Context: an optimization exercise on an open-source flow, tuned for small area, a short achievable clock period and few clock cycles per item. The choices shown serve that exercise and are no tape-out recipe.
Only simulation tests tie the RTL to the original design; equivalence was not proved.
No activity file was given, so power comes from the tool's default toggle rates.

==> flow/design.v <==
`timescale 1ns/1ps
package soc_pkg;
  typedef logic [6:0]  dmi_addr_t;
  typedef logic [31:0] data_t;
  typedef logic [15:0] led_t;
  typedef logic [1:0]  irq_t;
  typedef enum logic [1:0] {
    dmi_op_nop   = 2'd0,
    dmi_op_read  = 2'd1,
    dmi_op_write = 2'd2
  } dmi_op_t;
  typedef enum logic [1:0] {
    dmi_resp_ok     = 2'd0,
    dmi_resp_failed = 2'd2
  } dmi_resp_t;
  typedef enum logic [1:0] {
    state_idle,
    state_bus,
    state_respond
  } dm_state_t;
  localparam dmi_addr_t DMCONTROL_ADDR = 7'h10;
  localparam int        NDMRESET_BIT   = 1;
  localparam dmi_addr_t MMIO_BASE  = 7'h20;
  localparam int        MMIO_WORDS = 4;
  localparam dmi_addr_t MEM_BASE   = 7'h40;
  localparam logic [1:0] MMIO_LED     = 2'd0;
  localparam logic [1:0] MMIO_PENDING = 2'd1;
  localparam logic [1:0] MMIO_ENABLE  = 2'd2;
  localparam logic [1:0] MMIO_STATUS  = 2'd3;
endpackage
`timescale 1ns/1ps
module soc_top #(
  parameter int MEM_WORDS = 64
) (
  input  logic        clock,
  input  logic        reset,
  input  logic        dmi_req_valid,
  output logic        dmi_req_ready,
  input  logic [6:0]  dmi_req_addr,
  input  logic [31:0] dmi_req_data,
  input  logic [1:0]  dmi_req_op,
  output logic        dmi_resp_valid,
  input  logic        dmi_resp_ready,
  output logic [31:0] dmi_resp_data,
  output logic [1:0]  dmi_resp_resp,
  input  logic [1:0]  ext_irq,
  output logic [15:0] led,
  output logic [1:0]  irq
);
  localparam int QD = 4;                 
  localparam int NP = 4;                 
  localparam int PW = MEM_WORDS / NP;    
  logic [1:0]            dmcontrol;
  logic [31:0]           led_reg;
  logic [1:0]            pending;
  logic [1:0]            enable;
  logic [1:0]            irq_q;      
  logic [MEM_WORDS-1:0][31:0] mem_q;
  logic                  x_valid;
  logic                  x_write;    
  logic                  x_ctl;      
  logic                  x_mem;      
  logic                  x_mmio;     
  logic                  x_unmap;    
  logic [1:0]            x_off;      
  logic [MEM_WORDS-1:0]  x_sel;      
  logic [MEM_WORDS-1:0]  x_wsel;     
  logic                  x_read;     
  logic [31:0]           x_wdata;
  logic                  p_valid;
  logic [NP-1:0][31:0]   p_part;     
  logic                  p_rdmem;    
  logic                  p_err;
  logic [31:0]           p_data;
  logic [QD-1:0]         q_valid;
  logic [31:0]           q_data [QD];
  logic                  q_err  [QD];
  logic                  ready_q;
  logic accept;
  logic is_access;
  logic ndm;
  assign ndm           = dmcontrol[1];
  assign dmi_req_ready = ready_q;
  assign accept        = dmi_req_valid && ready_q;
  assign is_access     = (dmi_req_op == 2'd1) || (dmi_req_op == 2'd2);
  always_ff @(posedge clock) begin
    x_write <= (dmi_req_op == 2'd2);
    x_read  <= (dmi_req_op == 2'd1);
    x_ctl   <= is_access && (dmi_req_addr == 7'h10);
    x_mem   <= is_access && dmi_req_addr[6];
    x_mmio  <= is_access && (dmi_req_addr[6:2] == 5'b01000);
    x_unmap <= is_access && !dmi_req_addr[6] && (dmi_req_addr[6:2] != 5'b01000) &&
               (dmi_req_addr != 7'h10);
    x_off   <= dmi_req_addr[1:0];
    for (int i = 0; i < MEM_WORDS; i++) begin
      x_sel[i]  <= accept && dmi_req_addr[6] && (dmi_req_addr[5:0] == 6'(i));
      x_wsel[i] <= accept && (dmi_req_op == 2'd2) && dmi_req_addr[6] &&
                   (dmi_req_addr[5:0] == 6'(i));
    end
    x_wdata <= dmi_req_data;
  end
  logic [NP-1:0][31:0] mem_rd;
  logic [31:0] mmio_rd;
  logic [31:0] new_data;
  logic        new_err;
  logic        mmio_wr;
  always_comb begin
    mem_rd = '0;
    for (int i = 0; i < MEM_WORDS; i++) begin
      mem_rd[i / PW] = mem_rd[i / PW] | (mem_q[i] & {32{x_sel[i]}});
    end
  end
  always_comb begin
    case (x_off)
      2'd0:    mmio_rd = led_reg;
      2'd1:    mmio_rd = {30'b0, pending};
      2'd2:    mmio_rd = {30'b0, enable};
      default: mmio_rd = {30'b0, pending & enable};
    endcase
  end
  assign new_data = (mmio_rd & {32{x_mmio && !x_write && !ndm}}) |
                    ({30'b0, dmcontrol} & {32{x_ctl && !x_write}});
  assign new_err  = x_unmap || ((x_mem || x_mmio) && ndm);
  assign mmio_wr  = x_valid && x_mmio && x_write && !ndm;
  always_ff @(posedge clock) begin
    for (int i = 0; i < MEM_WORDS; i++) begin
      if (!ndm && x_wsel[i]) begin
        mem_q[i] <= x_wdata;
      end
    end
  end
  always_ff @(posedge clock) begin
    if (reset) begin
      dmcontrol <= 2'b00;
    end else if (x_valid && x_ctl && x_write) begin
      dmcontrol <= x_wdata[1:0];
    end
  end
  logic [1:0] pending_n, enable_n;
  assign pending_n = (pending & ~((mmio_wr && x_off == 2'd1) ? x_wdata[1:0] : 2'b00)) | ext_irq;
  assign enable_n  = (mmio_wr && x_off == 2'd2) ? x_wdata[1:0] : enable;
  always_ff @(posedge clock) begin
    if (reset || ndm) begin
      led_reg <= '0;
      pending <= '0;
      enable  <= '0;
      irq_q   <= '0;
    end else begin
      pending <= pending_n;
      enable  <= enable_n;
      irq_q   <= pending_n & enable_n;
      if (mmio_wr && x_off == 2'd0) begin
        led_reg <= x_wdata;
      end
    end
  end
  always_ff @(posedge clock) begin
    p_part[0] <= (mem_rd[0] & {32{x_read && !ndm}}) | new_data;
    for (int k = 1; k < NP; k++) p_part[k] <= mem_rd[k];
    p_rdmem <= x_read && !ndm;
    p_err   <= new_err;
  end
  always_comb begin
    p_data = '0;
    for (int k = 1; k < NP; k++) p_data = p_data | p_part[k];
    p_data = (p_data & {32{p_rdmem}}) | p_part[0];
  end
  logic          take;
  logic [QD-1:0] q_valid_n;
  logic [QD:0]   q_ext;      
  logic [QD-1:0] q_at;       
  assign take  = q_valid[0] && dmi_resp_ready;
  assign q_ext = {q_valid, 1'b1};
  always_comb begin
    for (int i = 0; i < QD; i++) q_at[i] = q_ext[i] && !q_ext[i + 1];
  end
  always_comb begin
    case ({p_valid, take})
      2'b10:   q_valid_n = {q_valid[QD-2:0], 1'b1};
      2'b01:   q_valid_n = {1'b0, q_valid[QD-1:1]};
      default: q_valid_n = q_valid;
    endcase
  end
  logic ready_n;
  always_comb begin
    case ({accept, x_valid})
      2'b00:   ready_n = !q_valid_n[QD-1];
      2'b11:   ready_n = !q_valid_n[QD-3];
      default: ready_n = !q_valid_n[QD-2];
    endcase
  end
  always_ff @(posedge clock) begin
    if (reset) begin
      x_valid <= 1'b0;
      p_valid <= 1'b0;
      ready_q <= 1'b1;
      q_valid <= '0;
    end else begin
      x_valid <= accept;
      p_valid <= x_valid;
      ready_q <= ready_n;
      q_valid <= q_valid_n;
    end
  end
  always_ff @(posedge clock) begin
    for (int i = 0; i < QD; i++) begin
      if (take) begin
        if (p_valid && q_at[(i < QD - 1) ? i + 1 : i] && i < QD - 1) begin
          q_data[i] <= p_data;
          q_err[i]  <= p_err;
        end else if (i < QD - 1) begin
          q_data[i] <= q_data[(i < QD - 1) ? i + 1 : i];
          q_err[i]  <= q_err[(i < QD - 1) ? i + 1 : i];
        end
      end else if (p_valid && q_at[i]) begin
        q_data[i] <= p_data;
        q_err[i]  <= p_err;
      end
    end
  end
  assign dmi_resp_valid = q_valid[0];
  assign dmi_resp_data  = q_data[0];
  assign dmi_resp_resp  = {q_err[0], 1'b0};
  assign led            = led_reg[15:0];
  assign irq            = irq_q;
endmodule
clock: 5.0 ns
lec_check: 0
cap_margin: 20
core_margin: 2
core_utilization: 40
cts_cluster_diameter: 50
cts_cluster_size: 20
place_density: 0.6
setup_slack_margin: 2.5
slew_margin: 20
run.sh (not shown) runs the stock make flow with config.mk's settings and CLKGATE_MAP_FILE= SYNTH_SCRIPT=/design/flow/synth_recipe.tcl, a recipe that flattens the netlist after the stock synthesis.
Testbench counts at the start, summed over its fixed seeds: cycles 4,120, items 4,096.
Rerun with:
--- a/flow/design.v
+++ b/flow/design.v
@@ -63,14 +63,14 @@
   logic                  x_mmio;     
   logic                  x_unmap;    
   logic [1:0]            x_off;      
   logic [MEM_WORDS-1:0]  x_sel;      
-  logic [MEM_WORDS-1:0]  x_wsel;     
   logic                  x_read;     
   logic [31:0]           x_wdata;
   logic                  p_valid;
   logic [NP-1:0][31:0]   p_part;     
   logic                  p_rdmem;    
+  logic [31:0]           p_other;    
   logic                  p_err;
   logic [31:0]           p_data;
   logic [QD-1:0]         q_valid;
   logic [31:0]           q_data [QD];
@@ -92,19 +92,18 @@
     x_unmap <= is_access && !dmi_req_addr[6] && (dmi_req_addr[6:2] != 5'b01000) &&
                (dmi_req_addr != 7'h10);
     x_off   <= dmi_req_addr[1:0];
     for (int i = 0; i < MEM_WORDS; i++) begin
-      x_sel[i]  <= accept && dmi_req_addr[6] && (dmi_req_addr[5:0] == 6'(i));
-      x_wsel[i] <= accept && (dmi_req_op == 2'd2) && dmi_req_addr[6] &&
-                   (dmi_req_addr[5:0] == 6'(i));
+      x_sel[i] <= accept && dmi_req_addr[6] && (dmi_req_addr[5:0] == 6'(i));
     end
     x_wdata <= dmi_req_data;
   end
   logic [NP-1:0][31:0] mem_rd;
   logic [31:0] mmio_rd;
   logic [31:0] new_data;
   logic        new_err;
   logic        mmio_wr;
+  logic        mem_wr;
   always_comb begin
     mem_rd = '0;
     for (int i = 0; i < MEM_WORDS; i++) begin
       mem_rd[i / PW] = mem_rd[i / PW] | (mem_q[i] & {32{x_sel[i]}});
@@ -120,12 +119,13 @@
   end
   assign new_data = (mmio_rd & {32{x_mmio && !x_write && !ndm}}) |
                     ({30'b0, dmcontrol} & {32{x_ctl && !x_write}});
   assign new_err  = x_unmap || ((x_mem || x_mmio) && ndm);
+  assign mem_wr   = x_write && !ndm;
   assign mmio_wr  = x_valid && x_mmio && x_write && !ndm;
   always_ff @(posedge clock) begin
     for (int i = 0; i < MEM_WORDS; i++) begin
-      if (!ndm && x_wsel[i]) begin
+      if (mem_wr && x_sel[i]) begin
         mem_q[i] <= x_wdata;
       end
     end
   end
@@ -154,17 +154,17 @@
       end
     end
   end
   always_ff @(posedge clock) begin
-    p_part[0] <= (mem_rd[0] & {32{x_read && !ndm}}) | new_data;
-    for (int k = 1; k < NP; k++) p_part[k] <= mem_rd[k];
+    p_part  <= mem_rd;
     p_rdmem <= x_read && !ndm;
+    p_other <= new_data;
     p_err   <= new_err;
   end
   always_comb begin
     p_data = '0;
-    for (int k = 1; k < NP; k++) p_data = p_data | p_part[k];
-    p_data = (p_data & {32{p_rdmem}}) | p_part[0];
+    for (int k = 0; k < NP; k++) p_data = p_data | p_part[k];
+    p_data = (p_data & {32{p_rdmem}}) | p_other;
   end
   logic          take;
   logic [QD-1:0] q_valid_n;
   logic [QD:0]   q_ext;      
The new run completed without violations.
Via count goes up by 0.44%.
Cell count goes down by 0.89%.
Global-route usage goes down by 0.41 points.
Wire length goes down by 2.0%.
Non-clock buffer count goes down by 2.
Clock power goes down by about 7%.
Testbench counts after the change, summed over its fixed seeds: cycles 4,120, items 4,096.

## what the ideal ports hide
The flow's constraints put no driver on any port. The routed layouts listed below were extracted and timed again, unchanged, in two steps.
Step 1 sets driving cells, clkbuf_16 on the clock port and buf_2 on the other inputs (assumed; they add their load-dependent delay and slew).
Step 2, shift: input delay + t, output delay - t, t = (earliest + latest rising clock arrival at the registers) / 2. This alone moves slack from input paths to output paths.
Three values: ideal, step 1, step 2; two values: the first two.
run	shift t [ns]	slack for setup (ns)	slew at the worst register clock pin (ns)
the first run	0.954	2.267 / 2.174 / 1.718	0.08 / 0.08
the second run	0.908	2.454 / 2.454 / 1.752	0.09 / 0.09
After both steps setup and hold are still met in every run listed. The setup slack of the second run, which loses most, moves by 0.000 ns with the drivers and by -0.702 ns with both steps.
